Source: an optimization exercise on an open RTL-to-GDS flow (aim: small area, a short achievable clock period and few clock cycles). Production flows keep margins and buffers that such runs may drop.
No run shown here included a check of the RTL's function; only the layout flow was run.
No activity file was given, so power comes from the tool's default toggle rates.

==> flow/design.v, too long to show whole: its modules and the start of the top module <==
// module alu_arbiter: 1024 lines
module alu_arbiter #(
  parameter int MUL_LAT = 3
) (
  input  logic        clk,
  input  logic        reset,
  input  logic        i_reqA_valid,
  input  logic        i_reqB_valid,
  output logic        o_reqA_ready,
  output logic        o_reqB_ready,
  input  logic [31:0] i_reqA_op1,
  input  logic [31:0] i_reqA_op2,
  input  logic [31:0] i_reqB_op1,
  input  logic [31:0] i_reqB_op2,
  input  logic [3:0]  i_reqA_sel,
  input  logic [3:0]  i_reqB_sel,
  output logic        o_rsp_valid,
  input  logic        i_rsp_ready,
  output logic        o_rsp_id,
  output logic [31:0] o_rsp_data,
  output logic        o_rsp_zflag,
  output logic        o_busy
);
  // ...
==> flow/flow/run.sh <==
#!/bin/bash
# Standard ORFS layout with two changes:
#  - after the standard synthesis, polarity.py removes inverters (it picks the
#    polarity of each full adder and XOR gate, both of which can absorb an
#    inversion, and splits half adders whose inputs are both inverted);
#    registers, ports and all other cells are unchanged;
#  - the port buffers are buf_1 cells (the resizer may upsize them) instead
#    of the default delay-buffer cell.
set -euo pipefail
R=orfs/results/${FLOW_PLATFORM}/alu_arbiter/base
bash standard.sh synth > log_synth.txt 2>&1
python3 flow/polarity.py $R/1_2_yosys.v $R/1_2_yosys.pol.v > log_polarity.txt 2>&1
mv $R/1_2_yosys.pol.v $R/1_2_yosys.v
rm -f $R/1_synth.odb $R/1_synth.sdc
bash standard.sh BUFFER_PORTS_ARGS="-buffer_cell sky130_fd_sc_hd__buf_1" finish > log_layout.txt 2>&1
==> flow/flow/polarity.py <==
#!/usr/bin/env python3
"""Remove inverters from a Yosys/ABC gate netlist of sky130hd cells without
touching its registers or ports.

  * A full adder is self-dual: FA(~a, ~b, ~c) = (~sum, ~carry), so each
    full-adder cell may be used in inverted form.
  * An XOR/XNOR gate absorbs an inversion of any input or of its output by
    swapping xor2 <-> xnor2 (same size).
  * A half adder whose two inputs both come through inverters computes
    (x ^ y, ~(x | y)): it becomes an xor2 and a nor2 of x and y.

The script picks the polarity of every full adder and XOR gate so that as few
signals as possible need an inverter, then rebuilds the inverters (one per
signal that needs its complement).  Registers, ports and all other cells stay
as they are.

usage: polarity.py IN.v OUT.v
"""
import random
import re
import sys
from collections import defaultdict

P = "sky130_fd_sc_hd__"
FA_RE = re.compile(P + r"fa_\d+$")
HA_RE = re.compile(P + r"ha_\d+$")
XOR_RE = re.compile(P + r"x(n?)or2_(\d+)$")
INV_RE = re.compile(P + r"(inv|clkinv)_\d+$")
OUT_PINS = {"X", "Y", "Q", "Q_N", "SUM", "COUT", "HI", "LO"}

src = open(sys.argv[1]).read()
inst_re = re.compile(r"^  (" + P + r"\w+) (\S+)\s+\((.*?)\n  \);\n", re.S | re.M)

cells = {}
order = []
spans = {}
for m in inst_re.finditer(src):
    typ, name, body = m.group(1), m.group(2), m.group(3)
    pins = {}
    for pm in re.finditer(r"\.(\w+)\(([^()]*)\)", body):
        pins[pm.group(1)] = pm.group(2).strip()
    cells[name] = [typ, pins]
    order.append(name)
    spans[name] = (m.start(), m.end())

ports = set()
for m in re.finditer(r"^\s*(input|output)\s+(\[[^\]]*\]\s*)?(\S+);", src, re.M):
    ports.add(m.group(3))


def is_port_net(n):
    return n.split("[")[0].strip() in ports or n in ports


k = [0]


def fresh(prefix):
    k[0] += 1
    return f"_pol_{prefix}{k[0]}_"


new_wires = []
added = {}          # new cells: name -> [type, pins]


def maps():
    driver, loads = {}, defaultdict(list)
    for name, (typ, pins) in list(cells.items()) + list(added.items()):
        for p, n in pins.items():
            if p in OUT_PINS:
                driver[n] = name
            else:
                loads[n].append((name, p))
    return driver, loads


def allcells():
    return {**cells, **added}


# ---- half adders with both inputs inverted -> xor2 + nor2
driver, loads = maps()
n_ha = 0
for name in list(cells):
    typ, pins = cells[name]
    if not HA_RE.match(typ):
        continue
    da, db = driver.get(pins["A"]), driver.get(pins["B"])
    if not (da and db and INV_RE.match(allcells()[da][0]) and INV_RE.match(allcells()[db][0])):
        continue
    x = allcells()[da][1]["A"]
    y = allcells()[db][1]["A"]
    cells[name] = [P + "xor2_1", {"A": x, "B": y, "X": pins["SUM"]}]
    added[fresh("nor")] = [P + "nor2_1", {"A": x, "B": y, "Y": pins["COUT"]}]
    n_ha += 1

# ---- signal model
cellsall = allcells()
driver, loads = maps()
inv_cells = {n for n, (t, _) in cellsall.items() if INV_RE.match(t)}


def root_of(net):
    par = 0
    for _ in range(16):
        d = driver.get(net)
        if d is None or d not in inv_cells:
            break
        net = cellsall[d][1]["A"]
        par ^= 1
    return net, par


req = defaultdict(list)       # root -> [cell, pin, parity]
for name, (typ, pins) in cellsall.items():
    if name in inv_cells:
        continue
    for p, n in pins.items():
        if p in OUT_PINS:
            continue
        r, par = root_of(n)
        req[r].append([name, p, par])

# roots whose inverter tree drives a port (or that are ports) stay as they are
fixed = set()
for n in list(driver):
    if is_port_net(n):
        fixed.add(root_of(n)[0])
for r in req:
    if is_port_net(r):
        fixed.add(r)

kind = {}
for name, (typ, _) in cellsall.items():
    if FA_RE.match(typ):
        kind[name] = "fa"
    elif XOR_RE.match(typ):
        kind[name] = "x"
flip = {n: 0 for n in kind}

drv_var = {}                  # root -> cell whose flip inverts it
for n, kd in kind.items():
    pins = cellsall[n][1]
    for p in (("SUM", "COUT") if kd == "fa" else ("X", "Y")):
        if p in pins:
            drv_var[pins[p]] = n
in_roots = defaultdict(set)   # cell -> roots feeding it
for r, L in req.items():
    for c, p, par in L:
        if c in kind:
            in_roots[c].add(r)

blocked = set()
for n, kd in kind.items():
    outs = [r for r, c in drv_var.items() if c == n]
    if any(r in fixed or r not in req for r in outs):
        blocked.add(n)
    if kd == "fa" and any(r in fixed for r in in_roots[n]):
        blocked.add(n)


def need(r, c, par):
    """does this load want the complement of root r's current value?"""
    if kind.get(c) == "x":
        return 0
    e = par
    if kind.get(c) == "fa" and flip[c]:
        e ^= 1
    d = drv_var.get(r)
    if d is not None and flip[d]:
        e ^= 1
    return e


def cost(r):
    for c, p, par in req[r]:
        if need(r, c, par):
            return 1
    return 0


def affected(n):
    rs = {r for r, c in drv_var.items() if c == n and r in req}
    if kind[n] == "fa":
        rs |= in_roots[n]
    return rs


# out-roots per variable (for speed)
outs_of = defaultdict(list)
for r, c in drv_var.items():
    if r in req:
        outs_of[c].append(r)


def affected_fast(n):
    rs = set(outs_of[n])
    if kind[n] == "fa":
        rs |= in_roots[n]
    return rs


free = [n for n in kind if n not in blocked]
before = sum(cost(r) for r in req)


def try_flip(n):
    rs = affected_fast(n)
    c0 = sum(cost(r) for r in rs)
    flip[n] ^= 1
    c1 = sum(cost(r) for r in rs)
    return c1 - c0


for _ in range(30):
    ch = 0
    for n in free:
        d = try_flip(n)
        if d < 0:
            ch += 1
        else:
            flip[n] ^= 1
    if not ch:
        break

# simulated annealing from the greedy result
rng = random.Random(1)
cur = sum(cost(r) for r in req)
best, best_flip = cur, dict(flip)
T = 1.0
steps = 40000
for s in range(steps):
    T = 1.0 * (1 - s / steps) + 0.02
    n = rng.choice(free)
    d = try_flip(n)
    if d <= 0 or rng.random() < pow(2.718, -d / T):
        cur += d
        if cur < best:
            best, best_flip = cur, dict(flip)
    else:
        flip[n] ^= 1
flip.update(best_flip)
after = sum(cost(r) for r in req)
print(f"polarity: {n_ha} half adders split; {sum(flip[n] for n in kind if kind[n]=='fa')} "
      f"full adders and {sum(flip[n] for n in kind if kind[n]=='x')} xor gates inverted; "
      f"signals needing a complement {before} -> {after}", file=sys.stderr)

# ---- rebuild the inverters of every root with a changed or inverted load
del_cells = set()
xor_par = defaultdict(int)    # xor cell -> polarity change
for n in kind:
    if kind[n] == "x" and flip[n]:
        xor_par[n] ^= 1

rebuild = set()
for r, L in req.items():
    if r in fixed:
        continue
    d = drv_var.get(r)
    if (d is not None and flip[d]) or any(par or (c in kind and flip[c]) for c, p, par in L):
        rebuild.add(r)

for r in sorted(rebuild):
    invs = [c for (c, p) in loads.get(r, []) if c in inv_cells]
    stack = list(invs)
    while stack:
        c = stack.pop()
        if c in del_cells:
            continue
        del_cells.add(c)
        on = cellsall[c][1]["Y"]
        assert not is_port_net(on), on
        stack.extend(x for (x, p) in loads.get(on, []) if x in inv_cells)
    d = drv_var.get(r)
    rflip = 1 if (d is not None and flip[d]) else 0
    inv_loads = []
    for ent in req[r]:
        c, p, par = ent
        if kind.get(c) == "x":
            # connect straight to the root; the gate absorbs the difference
            xor_par[c] ^= par ^ rflip
            cellsall[c][1][p] = r
            continue
        if need(r, c, par):
            inv_loads.append((c, p))
        else:
            cellsall[c][1][p] = r
    # one inverter per group of at most 8 loads, sized by its load count
    for g in range(0, len(inv_loads), 8):
        grp = inv_loads[g:g + 8]
        inv_net = fresh("n")
        new_wires.append(inv_net)
        size = 1 if len(grp) <= 2 else (2 if len(grp) <= 5 else 4)
        added[fresh("inv")] = [P + f"inv_{size}", {"A": r, "Y": inv_net}]
        for c, p in grp:
            cellsall[c][1][p] = inv_net
    cellsall = allcells()

for c, v in xor_par.items():
    if v:
        typ = cellsall[c][0]
        m = XOR_RE.match(typ)
        newt = P + ("xor2_" if m.group(1) else "xnor2_") + m.group(2)
        pins = cellsall[c][1]
        if m.group(1):          # xnor2 (output Y) -> xor2 (output X)
            pins["X"] = pins.pop("Y")
        else:
            pins["Y"] = pins.pop("X")
        cellsall[c][0] = newt
        if c in cells:
            cells[c][0] = newt
        else:
            added[c][0] = newt


def esc(n):
    return n + " " if n.startswith("\\") else n


def emit(typ, name, pins):
    body = ",\n".join(f"    .{p}({esc(n)})" for p, n in pins.items())
    return f"  {typ} {name} (\n{body}\n  );\n"


out = []
pos = 0
for name in order:
    s, e = spans[name]
    out.append(src[pos:s])
    pos = e
    if name in del_cells:
        continue
    out.append(emit(cells[name][0], name, cells[name][1]))
    if name == order[-1]:
        for nn, (t, pins2) in added.items():
            if nn not in del_cells:
                out.append(emit(t, nn, pins2))
out.append(src[pos:])
text = "".join(out)
idx = text.index("  wire ")
text = text[:idx] + "".join(f"  wire {w};\n" for w in new_wires) + text[idx:]
# safety: every loaded net must have exactly one driver, else keep the input
drv_cnt = defaultdict(int)
loaded = set()
for t, nm, b in re.findall(r"(" + P + r"\w+)\s+(\S+)\s*\((.*?)\);", text, re.S):
    for p, net in re.findall(r"\.(\w+)\(([^)]*)\)", b):
        net = net.strip()
        if p in OUT_PINS:
            drv_cnt[net] += 1
        else:
            loaded.add(net)
bad = [n for n in loaded if drv_cnt[n] != 1 and not is_port_net(n) and not n.startswith("1'b")]
bad += [n for n, v in drv_cnt.items() if v > 1]
if bad:
    print(f"polarity: netlist check failed ({bad[:5]}); keeping the input netlist", file=sys.stderr)
    text = src
open(sys.argv[2], "w").write(text)
n_inv_before = len(inv_cells)
n_inv_after = n_inv_before - len(del_cells & inv_cells) + sum(1 for nn in added if INV_RE.match(added[nn][0]) and nn not in del_cells)
print(f"polarity: inverters {n_inv_before} -> {n_inv_after}", file=sys.stderr)
==> flow/standard.sh <==
#!/bin/bash
# synth_recipe.tcl (not shown) runs the flow's synth.tcl, then flattens the netlist and writes it again
# the make line also repeats each setting of config.mk as NAME=value (left out here)
make -C /OpenROAD-flow-scripts/flow DESIGN_CONFIG=/design/flow/config.mk WORK_HOME=/design/flow/orfs CLKGATE_MAP_FILE= SYNTH_SCRIPT=/design/flow/synth_recipe.tcl "${@:-finish}"
==> flow/config.mk <==
export PLATFORM = sky130hd
export DESIGN_NAME = alu_arbiter
export DESIGN_NICKNAME = alu_arbiter
export VERILOG_FILES = /design/flow/design.v
export SDC_FILE = /design/flow/constraint.sdc
export NUM_CORES = 4
export LEC_CHECK = 0
export ABC_AREA = 1
export ABC_CLOCK_PERIOD_IN_PS = 4700
export CAP_MARGIN = 20
export CORE_MARGIN = 2
export CORE_UTILIZATION = 40
export SETUP_SLACK_MARGIN = 4.8
export SLEW_MARGIN = 20
==> flow/constraint.sdc <==
create_clock -name core_clock -period 9.5 [get_ports {clk}]
set_input_delay 1.9000 -clock core_clock [delete_from_list [all_inputs] [get_ports {clk}]]
set_output_delay 1.9000 -clock core_clock [all_outputs]
set_load 0.01 [all_outputs]
==> impl_metrics.toml, run 1 <==
[run_status]
status = "finished clean"

[timing]
setup_slack_ns = 4.878
setup_viol = 0
finalCritPeriodShare_pct = 48.65
clock_skew_ns = 0.02006
grt_setup_unrepaired = "true"
worst_slew_pin_slew_ns = 1.113
hold_slack_ns = 0.4192

[cts]
cts.sinks = 187
cts_hold_buf = 0

[drt]
ant_nets = 0
met1Wirelength_um = 28880
vias = 18350
wirelength_um = 70150
wl_per_cell_um = 21.25

[final_layout]
final-seq-area_mm2 = 0.004447
nFillCells = 5193
final_layout_size_suffix_gt1_share_pct = 12.71
reg_top3 = "ay1 x32, ma x32"
seq_cell_count = 187
sh_seq_area_pct = 18.90
area_delta_synth_final_pct = 10.86
clkCellAreaFrac_pct = 2.573

[synth]
postSynthAreaPerCell_um2 = 8.492
yosys_warnings = 1

[worst_hold_path]
hold_class = "register to register"
min_to = "r1_0"

[floorplan]
fp.dieH_um = 234.4
start_util_pct = 40.40
die_x_um = 234.4

[pwr]
combPwrFrac_pct = 73.4
power_leader = "combinational logic"
pg_seq_mw = 1.73
p_comb_mw = 6.89
clkPwrFrac_pct = 8.1
p_leak_nw = 11.50

[grt]
use_met2_pct = 42.51
grt_pass1_wl_um = 105900

[critical_path]
crit_fanout = 3
worstSetupEndpoint = "o_rsp_data[20]"
start_kind = "register"
reg2reg_depth = 9

[placed_design]
dp_cells = 3242
gp_congestion = 0.9309
placed_cell_area_mm2 = 0.02226
==> run 2: changes to the inputs <==
--- a/flow/design.v
+++ b/flow/design.v
@@ -871,58 +871,58 @@
   wire tx471 = tc128 ^ tc238;
   wire tx472 = tx468 ^ tx469;
   wire tx473 = tx470 ^ tx471;
   wire tx474 = tx472 ^ tc240;
   wire tx475 = tc242 ^ tx473;
   wire tx476 = tx474 ^ tx475;
   wire tx477 = tc336 ^ tc338;
   wire tx478 = tx476 ^ tx477;
-  logic r0_0;
-  logic r0_1;
-  logic r1_0;
-  logic r1_1;
-  logic r2_0;
-  logic r2_1;
-  logic r3_0;
-  logic r3_1;
-  logic r4_0;
-  logic r4_1;
-  logic r5_0;
-  logic r5_1;
-  logic r6_0;
-  logic r6_1;
-  logic r7_0;
-  logic r7_1;
-  logic r8_0;
-  logic r8_1;
-  logic r9_0;
-  logic r9_1;
-  logic r10_0;
-  logic r10_1;
-  logic r11_0;
-  logic r11_1;
-  logic r12_0;
-  logic r12_1;
-  logic r13_0;
-  logic r13_1;
-  logic r14_0;
-  logic r14_1;
-  logic r15_0;
-  logic r15_1;
-  logic r16_0;
-  logic r16_1;
-  logic r17_0;
-  logic r17_1;
-  logic r18_0;
-  logic r18_1;
-  logic r19_0;
-  logic r19_1;
-  logic r20_0;
-  logic r20_1;
+  logic rp0;
+  logic rg0;
+  logic rp1;
+  logic rg1;
+  logic rp2;
+  logic rg2;
+  logic rp3;
+  logic rg3;
+  logic rp4;
+  logic rg4;
+  logic rp5;
+  logic rg5;
+  logic rp6;
+  logic rg6;
+  logic rp7;
+  logic rg7;
+  logic rp8;
+  logic rg8;
+  logic rp9;
+  logic rg9;
+  logic rp10;
+  logic rg10;
+  logic rp11;
+  logic rg11;
+  logic rp12;
+  logic rg12;
+  logic rp13;
+  logic rg13;
+  logic rp14;
+  logic rg14;
+  logic rp15;
+  logic rg15;
+  logic rp16;
+  logic rg16;
+  logic rp17;
+  logic rg17;
+  logic rp18;
+  logic rg18;
+  logic rp19;
+  logic rg19;
+  logic rp20;
+  logic rg20;
   logic r21_0;
   logic r21_1;
   logic r22_0;
   logic r22_1;
   logic r23_0;
   logic r23_1;
   logic r24_0;
   logic r24_1;
@@ -940,58 +940,58 @@
   logic r30_1;
   logic r31_0;
   logic r31_1;
   logic r31_2;
   always_ff @(posedge clk) begin
     if (!stall) begin
       id2  <= id1;
       cin2 <= cin1;
-      r0_0 <= nb0;
-      r0_1 <= pp0_0;
-      r1_0 <= ay1[1];
-      r1_1 <= pp0_1;
-      r2_0 <= pp1_0;
-      r2_1 <= ts393;
-      r3_0 <= tc394;
-      r3_1 <= ts395;
-      r4_0 <= tc396;
-      r4_1 <= ts397;
-      r5_0 <= tc398;
-      r5_1 <= ts399;
-      r6_0 <= tc400;
-      r6_1 <= ts401;
-      r7_0 <= tc402;
-      r7_1 <= ts403;
-      r8_0 <= tc404;
-      r8_1 <= ts405;
-      r9_0 <= tc406;
-      r9_1 <= ts407;
-      r10_0 <= tc408;
-      r10_1 <= ts409;
-      r11_0 <= tc410;
-      r11_1 <= ts411;
-      r12_0 <= tc412;
-      r12_1 <= ts413;
-      r13_0 <= tc414;
-      r13_1 <= ts415;
-      r14_0 <= tc416;
-      r14_1 <= ts417;
-      r15_0 <= tc418;
-      r15_1 <= ts419;
-      r16_0 <= tc420;
-      r16_1 <= ts421;
-      r17_0 <= tc422;
-      r17_1 <= ts423;
-      r18_0 <= tc424;
-      r18_1 <= ts425;
-      r19_0 <= tc426;
-      r19_1 <= ts427;
-      r20_0 <= tc428;
-      r20_1 <= ts429;
+      rp0 <= nb0 ^ pp0_0;
+      rg0 <= nb0 & pp0_0;
+      rp1 <= ay1[1] ^ pp0_1;
+      rg1 <= ay1[1] & pp0_1;
+      rp2 <= pp1_0 ^ ts393;
+      rg2 <= pp1_0 & ts393;
+      rp3 <= tc394 ^ ts395;
+      rg3 <= tc394 & ts395;
+      rp4 <= tc396 ^ ts397;
+      rg4 <= tc396 & ts397;
+      rp5 <= tc398 ^ ts399;
+      rg5 <= tc398 & ts399;
+      rp6 <= tc400 ^ ts401;
+      rg6 <= tc400 & ts401;
+      rp7 <= tc402 ^ ts403;
+      rg7 <= tc402 & ts403;
+      rp8 <= tc404 ^ ts405;
+      rg8 <= tc404 & ts405;
+      rp9 <= tc406 ^ ts407;
+      rg9 <= tc406 & ts407;
+      rp10 <= tc408 ^ ts409;
+      rg10 <= tc408 & ts409;
+      rp11 <= tc410 ^ ts411;
+      rg11 <= tc410 & ts411;
+      rp12 <= tc412 ^ ts413;
+      rg12 <= tc412 & ts413;
+      rp13 <= tc414 ^ ts415;
+      rg13 <= tc414 & ts415;
+      rp14 <= tc416 ^ ts417;
+      rg14 <= tc416 & ts417;
+      rp15 <= tc418 ^ ts419;
+      rg15 <= tc418 & ts419;
+      rp16 <= tc420 ^ ts421;
+      rg16 <= tc420 & ts421;
+      rp17 <= tc422 ^ ts423;
+      rg17 <= tc422 & ts423;
+      rp18 <= tc424 ^ ts425;
+      rg18 <= tc424 & ts425;
+      rp19 <= tc426 ^ ts427;
+      rg19 <= tc426 & ts427;
+      rp20 <= tc428 ^ ts429;
+      rg20 <= tc428 & ts429;
       r21_0 <= tc430;
       r21_1 <= ts431;
       r22_0 <= tc432;
       r22_1 <= ts433;
       r23_0 <= tc434;
       r23_1 <= ts435;
       r24_0 <= tc436;
       r24_1 <= ts437;
@@ -1007,18 +1007,326 @@
       r29_1 <= ts447;
       r30_0 <= tc448;
       r30_1 <= ts449;
       r31_0 <= tc392;
       r31_1 <= tx478;
       r31_2 <= tc450;
     end
   end
-  wire ux479 = r31_0 ^ r31_1;
-  wire ux480 = r31_2 ^ ux479;
-  logic [31:0] fs, fc;
-  assign fs = {ux480, r30_0, r29_0, r28_0, r27_0, r26_0, r25_0, r24_0, r23_0, r22_0, r21_0, r20_0, r19_0, r18_0, r17_0, r16_0, r15_0, r14_0, r13_0, r12_0, r11_0, r10_0, r9_0, r8_0, r7_0, r6_0, r5_0, r4_0, r3_0, r2_0, r1_0, r0_0};
-  assign fc = {1'b0, r30_1, r29_1, r28_1, r27_1, r26_1, r25_1, r24_1, r23_1, r22_1, r21_1, r20_1, r19_1, r18_1, r17_1, r16_1, r15_1, r14_1, r13_1, r12_1, r11_1, r10_1, r9_1, r8_1, r7_1, r6_1, r5_1, r4_1, r3_1, r2_1, r1_1, r0_1};
-  logic [32:0] sum;
-  assign sum         = {fs, 1'b1} + {fc, cin2};    
-  assign o_rsp_data  = sum[32:1];
-  assign o_rsp_zflag = ((fs ^ fc) == {fs[30:0] | fc[30:0], cin2});
+  logic [31:0] p, g;    
+  assign p[0] = rp0;
+  assign g[0] = rg0;
+  assign p[1] = rp1;
+  assign g[1] = rg1;
+  assign p[2] = rp2;
+  assign g[2] = rg2;
+  assign p[3] = rp3;
+  assign g[3] = rg3;
+  assign p[4] = rp4;
+  assign g[4] = rg4;
+  assign p[5] = rp5;
+  assign g[5] = rg5;
+  assign p[6] = rp6;
+  assign g[6] = rg6;
+  assign p[7] = rp7;
+  assign g[7] = rg7;
+  assign p[8] = rp8;
+  assign g[8] = rg8;
+  assign p[9] = rp9;
+  assign g[9] = rg9;
+  assign p[10] = rp10;
+  assign g[10] = rg10;
+  assign p[11] = rp11;
+  assign g[11] = rg11;
+  assign p[12] = rp12;
+  assign g[12] = rg12;
+  assign p[13] = rp13;
+  assign g[13] = rg13;
+  assign p[14] = rp14;
+  assign g[14] = rg14;
+  assign p[15] = rp15;
+  assign g[15] = rg15;
+  assign p[16] = rp16;
+  assign g[16] = rg16;
+  assign p[17] = rp17;
+  assign g[17] = rg17;
+  assign p[18] = rp18;
+  assign g[18] = rg18;
+  assign p[19] = rp19;
+  assign g[19] = rg19;
+  assign p[20] = rp20;
+  assign g[20] = rg20;
+  assign p[21] = r21_0 ^ r21_1;
+  assign g[21] = r21_0 & r21_1;
+  assign p[22] = r22_0 ^ r22_1;
+  assign g[22] = r22_0 & r22_1;
+  assign p[23] = r23_0 ^ r23_1;
+  assign g[23] = r23_0 & r23_1;
+  assign p[24] = r24_0 ^ r24_1;
+  assign g[24] = r24_0 & r24_1;
+  assign p[25] = r25_0 ^ r25_1;
+  assign g[25] = r25_0 & r25_1;
+  assign p[26] = r26_0 ^ r26_1;
+  assign g[26] = r26_0 & r26_1;
+  assign p[27] = r27_0 ^ r27_1;
+  assign g[27] = r27_0 & r27_1;
+  assign p[28] = r28_0 ^ r28_1;
+  assign g[28] = r28_0 & r28_1;
+  assign p[29] = r29_0 ^ r29_1;
+  assign g[29] = r29_0 & r29_1;
+  assign p[30] = r30_0 ^ r30_1;
+  assign g[30] = r30_0 & r30_1;
+  assign p[31] = r31_0 ^ r31_1 ^ r31_2;
+  assign g[31] = 1'b0;
+  wire k0_0 = g[0] | (p[0] & cin2);
+  wire kg1_1 = g[1] | (p[1] & k0_0);
+  wire kg1_2 = g[2] | (p[2] & g[1]);
+  wire kp1_2 = p[2] & p[1];
+  wire kg1_3 = g[3] | (p[3] & g[2]);
+  wire kp1_3 = p[3] & p[2];
+  wire kg1_4 = g[4] | (p[4] & g[3]);
+  wire kp1_4 = p[4] & p[3];
+  wire kg1_5 = g[5] | (p[5] & g[4]);
+  wire kp1_5 = p[5] & p[4];
+  wire kg1_6 = g[6] | (p[6] & g[5]);
+  wire kp1_6 = p[6] & p[5];
+  wire kg1_7 = g[7] | (p[7] & g[6]);
+  wire kp1_7 = p[7] & p[6];
+  wire kg1_8 = g[8] | (p[8] & g[7]);
+  wire kp1_8 = p[8] & p[7];
+  wire kg1_9 = g[9] | (p[9] & g[8]);
+  wire kp1_9 = p[9] & p[8];
+  wire kg1_10 = g[10] | (p[10] & g[9]);
+  wire kp1_10 = p[10] & p[9];
+  wire kg1_11 = g[11] | (p[11] & g[10]);
+  wire kp1_11 = p[11] & p[10];
+  wire kg1_12 = g[12] | (p[12] & g[11]);
+  wire kp1_12 = p[12] & p[11];
+  wire kg1_13 = g[13] | (p[13] & g[12]);
+  wire kp1_13 = p[13] & p[12];
+  wire kg1_14 = g[14] | (p[14] & g[13]);
+  wire kp1_14 = p[14] & p[13];
+  wire kg1_15 = g[15] | (p[15] & g[14]);
+  wire kp1_15 = p[15] & p[14];
+  wire kg1_16 = g[16] | (p[16] & g[15]);
+  wire kp1_16 = p[16] & p[15];
+  wire kg1_17 = g[17] | (p[17] & g[16]);
+  wire kp1_17 = p[17] & p[16];
+  wire kg1_18 = g[18] | (p[18] & g[17]);
+  wire kp1_18 = p[18] & p[17];
+  wire kg1_19 = g[19] | (p[19] & g[18]);
+  wire kp1_19 = p[19] & p[18];
+  wire kg1_20 = g[20] | (p[20] & g[19]);
+  wire kp1_20 = p[20] & p[19];
+  wire kg1_21 = g[21] | (p[21] & g[20]);
+  wire kp1_21 = p[21] & p[20];
+  wire kg1_22 = g[22] | (p[22] & g[21]);
+  wire kp1_22 = p[22] & p[21];
+  wire kg1_23 = g[23] | (p[23] & g[22]);
+  wire kp1_23 = p[23] & p[22];
+  wire kg1_24 = g[24] | (p[24] & g[23]);
+  wire kp1_24 = p[24] & p[23];
+  wire kg1_25 = g[25] | (p[25] & g[24]);
+  wire kp1_25 = p[25] & p[24];
+  wire kg1_26 = g[26] | (p[26] & g[25]);
+  wire kp1_26 = p[26] & p[25];
+  wire kg1_27 = g[27] | (p[27] & g[26]);
+  wire kp1_27 = p[27] & p[26];
+  wire kg1_28 = g[28] | (p[28] & g[27]);
+  wire kp1_28 = p[28] & p[27];
+  wire kg1_29 = g[29] | (p[29] & g[28]);
+  wire kp1_29 = p[29] & p[28];
+  wire kg1_30 = g[30] | (p[30] & g[29]);
+  wire kp1_30 = p[30] & p[29];
+  wire kg2_2 = kg1_2 | (kp1_2 & k0_0);
+  wire kg2_3 = kg1_3 | (kp1_3 & kg1_1);
+  wire kg2_4 = kg1_4 | (kp1_4 & kg1_2);
+  wire kp2_4 = kp1_4 & kp1_2;
+  wire kg2_5 = kg1_5 | (kp1_5 & kg1_3);
+  wire kp2_5 = kp1_5 & kp1_3;
+  wire kg2_6 = kg1_6 | (kp1_6 & kg1_4);
+  wire kp2_6 = kp1_6 & kp1_4;
+  wire kg2_7 = kg1_7 | (kp1_7 & kg1_5);
+  wire kp2_7 = kp1_7 & kp1_5;
+  wire kg2_8 = kg1_8 | (kp1_8 & kg1_6);
+  wire kp2_8 = kp1_8 & kp1_6;
+  wire kg2_9 = kg1_9 | (kp1_9 & kg1_7);
+  wire kp2_9 = kp1_9 & kp1_7;
+  wire kg2_10 = kg1_10 | (kp1_10 & kg1_8);
+  wire kp2_10 = kp1_10 & kp1_8;
+  wire kg2_11 = kg1_11 | (kp1_11 & kg1_9);
+  wire kp2_11 = kp1_11 & kp1_9;
+  wire kg2_12 = kg1_12 | (kp1_12 & kg1_10);
+  wire kp2_12 = kp1_12 & kp1_10;
+  wire kg2_13 = kg1_13 | (kp1_13 & kg1_11);
+  wire kp2_13 = kp1_13 & kp1_11;
+  wire kg2_14 = kg1_14 | (kp1_14 & kg1_12);
+  wire kp2_14 = kp1_14 & kp1_12;
+  wire kg2_15 = kg1_15 | (kp1_15 & kg1_13);
+  wire kp2_15 = kp1_15 & kp1_13;
+  wire kg2_16 = kg1_16 | (kp1_16 & kg1_14);
+  wire kp2_16 = kp1_16 & kp1_14;
+  wire kg2_17 = kg1_17 | (kp1_17 & kg1_15);
+  wire kp2_17 = kp1_17 & kp1_15;
+  wire kg2_18 = kg1_18 | (kp1_18 & kg1_16);
+  wire kp2_18 = kp1_18 & kp1_16;
+  wire kg2_19 = kg1_19 | (kp1_19 & kg1_17);
+  wire kp2_19 = kp1_19 & kp1_17;
+  wire kg2_20 = kg1_20 | (kp1_20 & kg1_18);
+  wire kp2_20 = kp1_20 & kp1_18;
+  wire kg2_21 = kg1_21 | (kp1_21 & kg1_19);
+  wire kp2_21 = kp1_21 & kp1_19;
+  wire kg2_22 = kg1_22 | (kp1_22 & kg1_20);
+  wire kp2_22 = kp1_22 & kp1_20;
+  wire kg2_23 = kg1_23 | (kp1_23 & kg1_21);
+  wire kp2_23 = kp1_23 & kp1_21;
+  wire kg2_24 = kg1_24 | (kp1_24 & kg1_22);
+  wire kp2_24 = kp1_24 & kp1_22;
+  wire kg2_25 = kg1_25 | (kp1_25 & kg1_23);
+  wire kp2_25 = kp1_25 & kp1_23;
+  wire kg2_26 = kg1_26 | (kp1_26 & kg1_24);
+  wire kp2_26 = kp1_26 & kp1_24;
+  wire kg2_27 = kg1_27 | (kp1_27 & kg1_25);
+  wire kp2_27 = kp1_27 & kp1_25;
+  wire kg2_28 = kg1_28 | (kp1_28 & kg1_26);
+  wire kp2_28 = kp1_28 & kp1_26;
+  wire kg2_29 = kg1_29 | (kp1_29 & kg1_27);
+  wire kp2_29 = kp1_29 & kp1_27;
+  wire kg2_30 = kg1_30 | (kp1_30 & kg1_28);
+  wire kp2_30 = kp1_30 & kp1_28;
+  wire kg3_4 = kg2_4 | (kp2_4 & k0_0);
+  wire kg3_5 = kg2_5 | (kp2_5 & kg1_1);
+  wire kg3_6 = kg2_6 | (kp2_6 & kg2_2);
+  wire kg3_7 = kg2_7 | (kp2_7 & kg2_3);
+  wire kg3_8 = kg2_8 | (kp2_8 & kg2_4);
+  wire kp3_8 = kp2_8 & kp2_4;
+  wire kg3_9 = kg2_9 | (kp2_9 & kg2_5);
+  wire kp3_9 = kp2_9 & kp2_5;
+  wire kg3_10 = kg2_10 | (kp2_10 & kg2_6);
+  wire kp3_10 = kp2_10 & kp2_6;
+  wire kg3_11 = kg2_11 | (kp2_11 & kg2_7);
+  wire kp3_11 = kp2_11 & kp2_7;
+  wire kg3_12 = kg2_12 | (kp2_12 & kg2_8);
+  wire kp3_12 = kp2_12 & kp2_8;
+  wire kg3_13 = kg2_13 | (kp2_13 & kg2_9);
+  wire kp3_13 = kp2_13 & kp2_9;
+  wire kg3_14 = kg2_14 | (kp2_14 & kg2_10);
+  wire kp3_14 = kp2_14 & kp2_10;
+  wire kg3_15 = kg2_15 | (kp2_15 & kg2_11);
+  wire kp3_15 = kp2_15 & kp2_11;
+  wire kg3_16 = kg2_16 | (kp2_16 & kg2_12);
+  wire kp3_16 = kp2_16 & kp2_12;
+  wire kg3_17 = kg2_17 | (kp2_17 & kg2_13);
+  wire kp3_17 = kp2_17 & kp2_13;
+  wire kg3_18 = kg2_18 | (kp2_18 & kg2_14);
+  wire kp3_18 = kp2_18 & kp2_14;
+  wire kg3_19 = kg2_19 | (kp2_19 & kg2_15);
+  wire kp3_19 = kp2_19 & kp2_15;
+  wire kg3_20 = kg2_20 | (kp2_20 & kg2_16);
+  wire kp3_20 = kp2_20 & kp2_16;
+  wire kg3_21 = kg2_21 | (kp2_21 & kg2_17);
+  wire kp3_21 = kp2_21 & kp2_17;
+  wire kg3_22 = kg2_22 | (kp2_22 & kg2_18);
+  wire kp3_22 = kp2_22 & kp2_18;
+  wire kg3_23 = kg2_23 | (kp2_23 & kg2_19);
+  wire kp3_23 = kp2_23 & kp2_19;
+  wire kg3_24 = kg2_24 | (kp2_24 & kg2_20);
+  wire kp3_24 = kp2_24 & kp2_20;
+  wire kg3_25 = kg2_25 | (kp2_25 & kg2_21);
+  wire kp3_25 = kp2_25 & kp2_21;
+  wire kg3_26 = kg2_26 | (kp2_26 & kg2_22);
+  wire kp3_26 = kp2_26 & kp2_22;
+  wire kg3_27 = kg2_27 | (kp2_27 & kg2_23);
+  wire kp3_27 = kp2_27 & kp2_23;
+  wire kg3_28 = kg2_28 | (kp2_28 & kg2_24);
+  wire kp3_28 = kp2_28 & kp2_24;
+  wire kg3_29 = kg2_29 | (kp2_29 & kg2_25);
+  wire kp3_29 = kp2_29 & kp2_25;
+  wire kg3_30 = kg2_30 | (kp2_30 & kg2_26);
+  wire kp3_30 = kp2_30 & kp2_26;
+  wire kg4_8 = kg3_8 | (kp3_8 & k0_0);
+  wire kg4_9 = kg3_9 | (kp3_9 & kg1_1);
+  wire kg4_10 = kg3_10 | (kp3_10 & kg2_2);
+  wire kg4_11 = kg3_11 | (kp3_11 & kg2_3);
+  wire kg4_12 = kg3_12 | (kp3_12 & kg3_4);
+  wire kg4_13 = kg3_13 | (kp3_13 & kg3_5);
+  wire kg4_14 = kg3_14 | (kp3_14 & kg3_6);
+  wire kg4_15 = kg3_15 | (kp3_15 & kg3_7);
+  wire kg4_16 = kg3_16 | (kp3_16 & kg3_8);
+  wire kp4_16 = kp3_16 & kp3_8;
+  wire kg4_17 = kg3_17 | (kp3_17 & kg3_9);
+  wire kp4_17 = kp3_17 & kp3_9;
+  wire kg4_18 = kg3_18 | (kp3_18 & kg3_10);
+  wire kp4_18 = kp3_18 & kp3_10;
+  wire kg4_19 = kg3_19 | (kp3_19 & kg3_11);
+  wire kp4_19 = kp3_19 & kp3_11;
+  wire kg4_20 = kg3_20 | (kp3_20 & kg3_12);
+  wire kp4_20 = kp3_20 & kp3_12;
+  wire kg4_21 = kg3_21 | (kp3_21 & kg3_13);
+  wire kp4_21 = kp3_21 & kp3_13;
+  wire kg4_22 = kg3_22 | (kp3_22 & kg3_14);
+  wire kp4_22 = kp3_22 & kp3_14;
+  wire kg4_23 = kg3_23 | (kp3_23 & kg3_15);
+  wire kp4_23 = kp3_23 & kp3_15;
+  wire kg4_24 = kg3_24 | (kp3_24 & kg3_16);
+  wire kp4_24 = kp3_24 & kp3_16;
+  wire kg4_25 = kg3_25 | (kp3_25 & kg3_17);
+  wire kp4_25 = kp3_25 & kp3_17;
+  wire kg4_26 = kg3_26 | (kp3_26 & kg3_18);
+  wire kp4_26 = kp3_26 & kp3_18;
+  wire kg4_27 = kg3_27 | (kp3_27 & kg3_19);
+  wire kp4_27 = kp3_27 & kp3_19;
+  wire kg4_28 = kg3_28 | (kp3_28 & kg3_20);
+  wire kp4_28 = kp3_28 & kp3_20;
+  wire kg4_29 = kg3_29 | (kp3_29 & kg3_21);
+  wire kp4_29 = kp3_29 & kp3_21;
+  wire kg4_30 = kg3_30 | (kp3_30 & kg3_22);
+  wire kp4_30 = kp3_30 & kp3_22;
+  wire kg5_16 = kg4_16 | (kp4_16 & k0_0);
+  wire kg5_17 = kg4_17 | (kp4_17 & kg1_1);
+  wire kg5_18 = kg4_18 | (kp4_18 & kg2_2);
+  wire kg5_19 = kg4_19 | (kp4_19 & kg2_3);
+  wire kg5_20 = kg4_20 | (kp4_20 & kg3_4);
+  wire kg5_21 = kg4_21 | (kp4_21 & kg3_5);
+  wire kg5_22 = kg4_22 | (kp4_22 & kg3_6);
+  wire kg5_23 = kg4_23 | (kp4_23 & kg3_7);
+  wire kg5_24 = kg4_24 | (kp4_24 & kg4_8);
+  wire kg5_25 = kg4_25 | (kp4_25 & kg4_9);
+  wire kg5_26 = kg4_26 | (kp4_26 & kg4_10);
+  wire kg5_27 = kg4_27 | (kp4_27 & kg4_11);
+  wire kg5_28 = kg4_28 | (kp4_28 & kg4_12);
+  wire kg5_29 = kg4_29 | (kp4_29 & kg4_13);
+  wire kg5_30 = kg4_30 | (kp4_30 & kg4_14);
+  assign o_rsp_data[0] = p[0] ^ cin2;
+  assign o_rsp_data[1] = p[1] ^ k0_0;
+  assign o_rsp_data[2] = p[2] ^ kg1_1;
+  assign o_rsp_data[3] = p[3] ^ kg2_2;
+  assign o_rsp_data[4] = p[4] ^ kg2_3;
+  assign o_rsp_data[5] = p[5] ^ kg3_4;
+  assign o_rsp_data[6] = p[6] ^ kg3_5;
+  assign o_rsp_data[7] = p[7] ^ kg3_6;
+  assign o_rsp_data[8] = p[8] ^ kg3_7;
+  assign o_rsp_data[9] = p[9] ^ kg4_8;
+  assign o_rsp_data[10] = p[10] ^ kg4_9;
+  assign o_rsp_data[11] = p[11] ^ kg4_10;
+  assign o_rsp_data[12] = p[12] ^ kg4_11;
+  assign o_rsp_data[13] = p[13] ^ kg4_12;
+  assign o_rsp_data[14] = p[14] ^ kg4_13;
+  assign o_rsp_data[15] = p[15] ^ kg4_14;
+  assign o_rsp_data[16] = p[16] ^ kg4_15;
+  assign o_rsp_data[17] = p[17] ^ kg5_16;
+  assign o_rsp_data[18] = p[18] ^ kg5_17;
+  assign o_rsp_data[19] = p[19] ^ kg5_18;
+  assign o_rsp_data[20] = p[20] ^ kg5_19;
+  assign o_rsp_data[21] = p[21] ^ kg5_20;
+  assign o_rsp_data[22] = p[22] ^ kg5_21;
+  assign o_rsp_data[23] = p[23] ^ kg5_22;
+  assign o_rsp_data[24] = p[24] ^ kg5_23;
+  assign o_rsp_data[25] = p[25] ^ kg5_24;
+  assign o_rsp_data[26] = p[26] ^ kg5_25;
+  assign o_rsp_data[27] = p[27] ^ kg5_26;
+  assign o_rsp_data[28] = p[28] ^ kg5_27;
+  assign o_rsp_data[29] = p[29] ^ kg5_28;
+  assign o_rsp_data[30] = p[30] ^ kg5_29;
+  assign o_rsp_data[31] = p[31] ^ kg5_30;
+  assign o_rsp_zflag = (p == {p[30:0] | g[30:0], cin2});
 endmodule
==> run 2 against run 1 <==
Largest power group unchanged. Non-clock buffer count down 1. Critical path type is now primary input to output pin. Sequential cell count unchanged. Total power fell by 0.25%.
==> impl_metrics.toml, run 2 <==
[drt]
vias = 17990
routed_via_density = 5.440
ant_nets = 0
first_pass_iters = 5
wirelength_um = 70640
drc = 0
wl_per_cell_um = 21.36
drtIter0Drc = 1463

[pwr]
power_mw = 9.357
p_per_area_mw_per_mm2 = 406.3
vdd_ir_drop_max_uv = 220.1
p_leak_nw = 10.42

[timing]
fmax_ghz = 0.2167
finalCritPeriodShare_pct = 48.57
finalSetupTns_ns = 0
setup_viol = 0
worst_slew_pin_slew_ns = 1.006
period_minus_slack_ns = 4.614
clock_skew_ns = 0.01771
max_slew_margin_pct = 32.89
grt_setup_unrepaired = "false"
slew_violations = 0
hold_viol_final = 0

[synth]
yosys_warnings = 1
netlist_instances = 2516
netlist_area_mm2 = 0.02109
syn_nets = 2976
postSynthAreaPerCell_um2 = 8.381

[cts]
cts_root_buf = "clkbuf_16"
clk_latency_ns = 0.48
clockBufferDepth = 2
cts_hold_buf = 0
cts_max_level = 4
tritoncts = "done"
clk_pin_slew_ns = 0.08
cts.sinks = 187
cts_made_buffers = 17

[final_layout]
reg_top3 = "ay1 x32, ma x32"
layout.nets = 3065
final_cell_mix = "315 x nand2_1, 245 x o22ai_1, 239 x inv_1"
final_core_util_pct = 44.00
stdcell_count = 3307
final_layout_size_suffix_gt1_share_pct = 11.19
final_common_cell = "nand2_1"
area_delta_synth_final_pct = 9.221

[grt]
grt_remaining_overflow = 0
grt_max_degree = 80
grt_pass1_wl_um = 108100
track_usage_pct = 26.39
grt_pass1_vias = 18050
antenna_found_initial = 0

[floorplan]
start_util_pct = 40.29
die-area_mm2 = 0.05457
die_x_um = 233.6
io_pins = 179
core_mm2 = 0.05234
rows = 84
fp.dieH_um = 233.6

[placed_design]
place.port_buffers = 178
dp_cells = 3248
dpl.hpwl_um = 53190
gp_congestion = 0.9246

[critical_path]
worstSetupPathType = "primary input to output pin"
start_kind = "primary input"
arrival_ns = 2.71
critPathRequiredTime_ns = 7.60
crit_path_end_kind = "output pin"
crit_fanout = 3

[worst_hold_path]
hold_class = "register to register"

[run]
drv_cap = 0

[run_status]
status = "finished clean"
run 2: cell count changes in the layout (fill, tap and decap cells not counted), sizes merged, moves of 6 or more:
cell      previous run  this run
clkinv               7         1
clkinvlp             1         7
ha                 134       123
inv                294       322
nand2              331       324
nor2               196       211
xnor2               66        90
xor2               267       238
run 2: through the flow:
stage | hold WS (ns) | cell area [um2] | setup WS (ns)
floorplan | 0.3855 | 21100 | 4.923
global placement | 0.4472 | 22090 | 4.595
detailed placement | 0.4558 | 22120 | 4.608
CTS | 0.4745 | 22770 | 4.816
global route | 0.4999 | 23030 | 4.792
finish | 0.4743 | 23030 | 4.886
run 2: what timing repair did:
action	in CTS	in global routing
endpoints found under the setup margin	8	18
buffers inserted	3	20
pin swaps	2	1
cloned	2	1
resized for setup	6	19
run 2: report_power, final:
| part | internal, mW | switching, mW | total (mW) |
|---|---|---|---|
| clock | 0.373 | 0.361 | 0.733 |
| sequential | 1.39 | 0.369 | 1.76 |
| combinational | 2.58 | 4.28 | 6.86 |
| total | 4.35 | 5.01 | 9.36 |
run 2: critical path: stages:
cell,delay [ns]
buf_1,0.12
clkinvlp_4,0.15
nand2_8,0.09
nand4_1,0.08
a21oi_1,0.19
buf_1,0.17
run 2: layer usage:
| layer | track usage (%) | vias to the layer above | routed length, um |
|---|---|---|---|
| met1 | 34.54 | 8660 | 30310 |
| li1 | - | 8447 | - |
| met2 | 43.43 | 760 | 33010 |
| met5 | 0 | - | 0 |
| met3 | 4.053 | 124 | 4528 |
| met4 | 10.86 | 0 | 2788 |
run 2: final timing paths:
check                             from           end  slack [ns]  cells after the start
hold / removal                     id1           id2        0.47                      0
setup reg to reg                 bn[1]         r30_1        4.98                      8
setup / recovery           i_rsp_ready  o_reqB_ready        4.89                      6
min in group asynchronous        reset          pick        1.32                      2
hold reg to reg                    id1           id2        0.47                      0
max in group asynchronous        reset        last_b        7.91                      2
run 2: final cells by class:
| cell class | count | area [um2] |
|---|---|---|
| repair buffers | 216 | 977.2 |
| well taps | 688 | 860.8 |
| inverters | 317 | 1301 |
| clock buffers | 19 | 432.9 |
| fillers | 5229 | 29310 |
| clock inverters | 13 | 143.9 |
| diodes | 1 | 2.502 |
| flip-flops and latches | 187 | 4446 |
| multi-input cells | 1865 | 14860 |
| repair inverters | 1 | 5.005 |
==> run 3: changes to the inputs <==
--- a/flow/config.mk
+++ b/flow/config.mk
@@ -11,4 +11,4 @@
 export CORE_MARGIN = 2
 export CORE_UTILIZATION = 40
-export SETUP_SLACK_MARGIN = 4.8
+export SETUP_SLACK_MARGIN = 5.0
 export SLEW_MARGIN = 20
==> run 3 against run 2 <==
Combinational power rose by 2%. Register-to-register slack gained 0.05 ns. Non-clock buffer count is 18 higher. Design area grew 2.4%. Clock skew decreased by 0.0027 ns. First-iteration DRC count grew 6.2%. Largest power group unchanged. Count of clock-buffer cells in the layout shrank 1. Routed wire length rose by 0.65%. Area after synthesis did not move. Via count rose by 1.3%.
==> impl_metrics.toml, run 3 <==
[timing]
finalCritPeriodShare_pct = 47.04
grt_setup_unrepaired = "true"
max_slew_margin_pct = 37.65
fmax_ghz = 0.2238
clock_skew_ns = 0.01505
hold_slack_ns = 0.4769
hold_viol_final = 0
worst_slew_pin_slew_ns = 0.9340
setup_slack_ns = 5.031
finalSetupTns_ns = 0
slew_violations = 0
setup_viol = 0
period_minus_slack_ns = 4.469

[floorplan]
io_pins = 179
start_util_pct = 40.29
core_mm2 = 0.05234
fp.dieH_um = 233.6
rows = 84
die_x_um = 233.6
die-area_mm2 = 0.05457

[critical_path]
crit_path_end_kind = "register"
crit_path_max_incr_delay_ns = 0.64
arrival_ns = 4.69
critPathRequiredTime_ns = 9.73
worstSetupPathType = "register to register"
cp_cell_sequence = "clkinvlp_2 -> o22ai_1 -> xor2_1 -> fa_1 -> fa_1 -> fa_1 -> fa_1 -> fa_1"
crit_family = "adder cells"
start_kind = "register"
crit_buf_inv = 1
crit_fanout = 10
slowest_stage = "clkinvlp_2"
crit_path_frequent_cell = "fa_1"

[grt]
grt_max_degree = 80
grt_pass1_wl_um = 107400
grt_remaining_overflow = 0
grt_pass1_vias = 18000
track_usage_pct = 26.15
antenna_found_initial = 0

[cts]
cts_root_buf = "clkbuf_16"
cts_max_level = 4
tritoncts = "done"
cts.sinks = 187
clk_pin_slew_ns = 0.08
cts_made_buffers = 17
clk_latency_ns = 0.48
clockBufferDepth = 2

[final_layout]
antenna_cells = 0
final_cell_mix = "312 x nand2_1, 244 x o22ai_1, 234 x inv_1"
final_common_cell = "nand2_1"
reg_top3 = "ay1 x32, ma x32"
layout.nets = 3086
final_layout_size_suffix_gt1_share_pct = 13.94
final_core_util_pct = 45.04
design_area_mm2 = 0.02358
nFillCells = 5135
area_delta_synth_final_pct = 11.80

[drt]
vias = 18220
drc = 0
ant_nets = 0
wl_per_cell_um = 21.37
routed_via_density = 5.477
drtIter0Drc = 1554
wirelength_um = 71100
first_pass_iters = 5

[worst_hold_path]
hold_class = "register to register"

[synth]
postSynthAreaPerCell_um2 = 8.381
netlist_area_mm2 = 0.02109
syn_nets = 2976
netlist_instances = 2516
yosys_warnings = 1

[pwr]
p_leak_nw = 10.63
vdd_ir_drop_max_uv = 243.7
p_per_area_mw_per_mm2 = 406.2

[run_status]
status = "finished clean"

[placed_design]
place.port_buffers = 178
dpl.hpwl_um = 52860
dp_slack_ns = 4.615
gp_congestion = 0.9375
placed_cell_area_mm2 = 0.02213

[run]
drv_cap = 0
[run 3: routing by layer]
metal	vias to the layer above	wire, um	track usage [%]	share of wire (%)
li1	8492	-	-	-
met1	8737	30370	34.72	43
met2	859	32640	42.56	46
met3	135	4911	3.516	6.9
met4	0	3171	11.31	4.5
met5	-	0	0	0
[run 3: report_power, final]
| part | switching, mW | leakage (nW) | internal (mW) |
|---|---|---|---|
| combinational | 4.32 | 8.55 | 2.68 |
| sequential | 0.400 | 1.77 | 1.39 |
| clock | 0.366 | 0.313 | 0.413 |
[run 3: final cells by class]
class / count / area (um2) / area share, %
Tap cell: 688 / 860.8 / 3.651
Timing Repair Buffer: 234 / 1152 / 4.888
Clock inverter: 14 / 200.2 / 0.8492
Timing Repair inverter: 4 / 25.02 / 0.1061
Multi-Input combinational cell: 1865 / 15130 / 64.16
Clock buffer: 18 / 439.2 / 1.863
Inverter: 317 / 1320 / 5.599
Sequential cell: 187 / 4452 / 18.88
[run 3: through the flow]
stage	power [mW]	cells
after floorplan	6.577	2516
after global placement	8.315	3247
after detailed placement	8.538	3248
after CTS	9.408	3295
after global routing	10.48	3327
final	9.577	3327
[run 3: repair_timing]
action | 4_1_cts | 5_1_grt
gates resized for setup | 40 | 65
gates cloned | 2 | 4
endpoints found under the setup margin | 25 | 28
hold buffers | 0 | 0
pin swaps | 10 | 15
buffers inserted | 13 | 28
[run 3: final timing paths]
path | from | end | slack [ns] | cells after the start
min | id1 | id2 | 0.48 | 0
min in group asynchronous | reset | pick | 1.27 | 2
max reg2reg | bt[5] | r25_1 | 5.03 | 8
max in group asynchronous | reset | last_b | 8.00 | 2
min reg2reg | id1 | id2 | 0.48 | 0
max | bt[5] | r25_1 | 5.03 | 8

what the ideal ports hide:
Ports are ideal in the flow. The routed layouts listed here were re-timed in OpenROAD. Step 1 sets driving cells, clkbuf_16 on the clock port and buf_2 on the other inputs (assumed; they add their load-dependent delay and slew). Step 2 times the ports against the registers' clock, not the clock port: input delays grow and output delays shrink by t, the midpoint of the rising clock arrivals with the driver on. Three values: no drivers, after step 1, after step 2; two values: the first two.
| run | shift t [ns] | setup WS [ns] | hold slack, ns | latest minus earliest clock arrival (ns) | cell pins on the clock port's net |
|---|---|---|---|---|---|
| run 1 | 0.502 | 4.878 / 4.821 / 4.893 | 0.419 / 0.419 / 0.419 | 0.020 / 0.020 | 1 |
| run 2 | 0.527 | 4.886 / 4.863 / 4.863 | 0.474 / 0.474 / 0.474 | 0.018 / 0.018 | 1 |
| run 3 | 0.536 | 5.031 / 5.011 / 5.011 | 0.477 / 0.477 / 0.477 | 0.015 / 0.015 | 1 |
After both steps setup and hold are still met in every run listed. The setup slack of run 2, which loses most, moves by -0.023 ns with the drivers and by -0.023 ns with both steps.
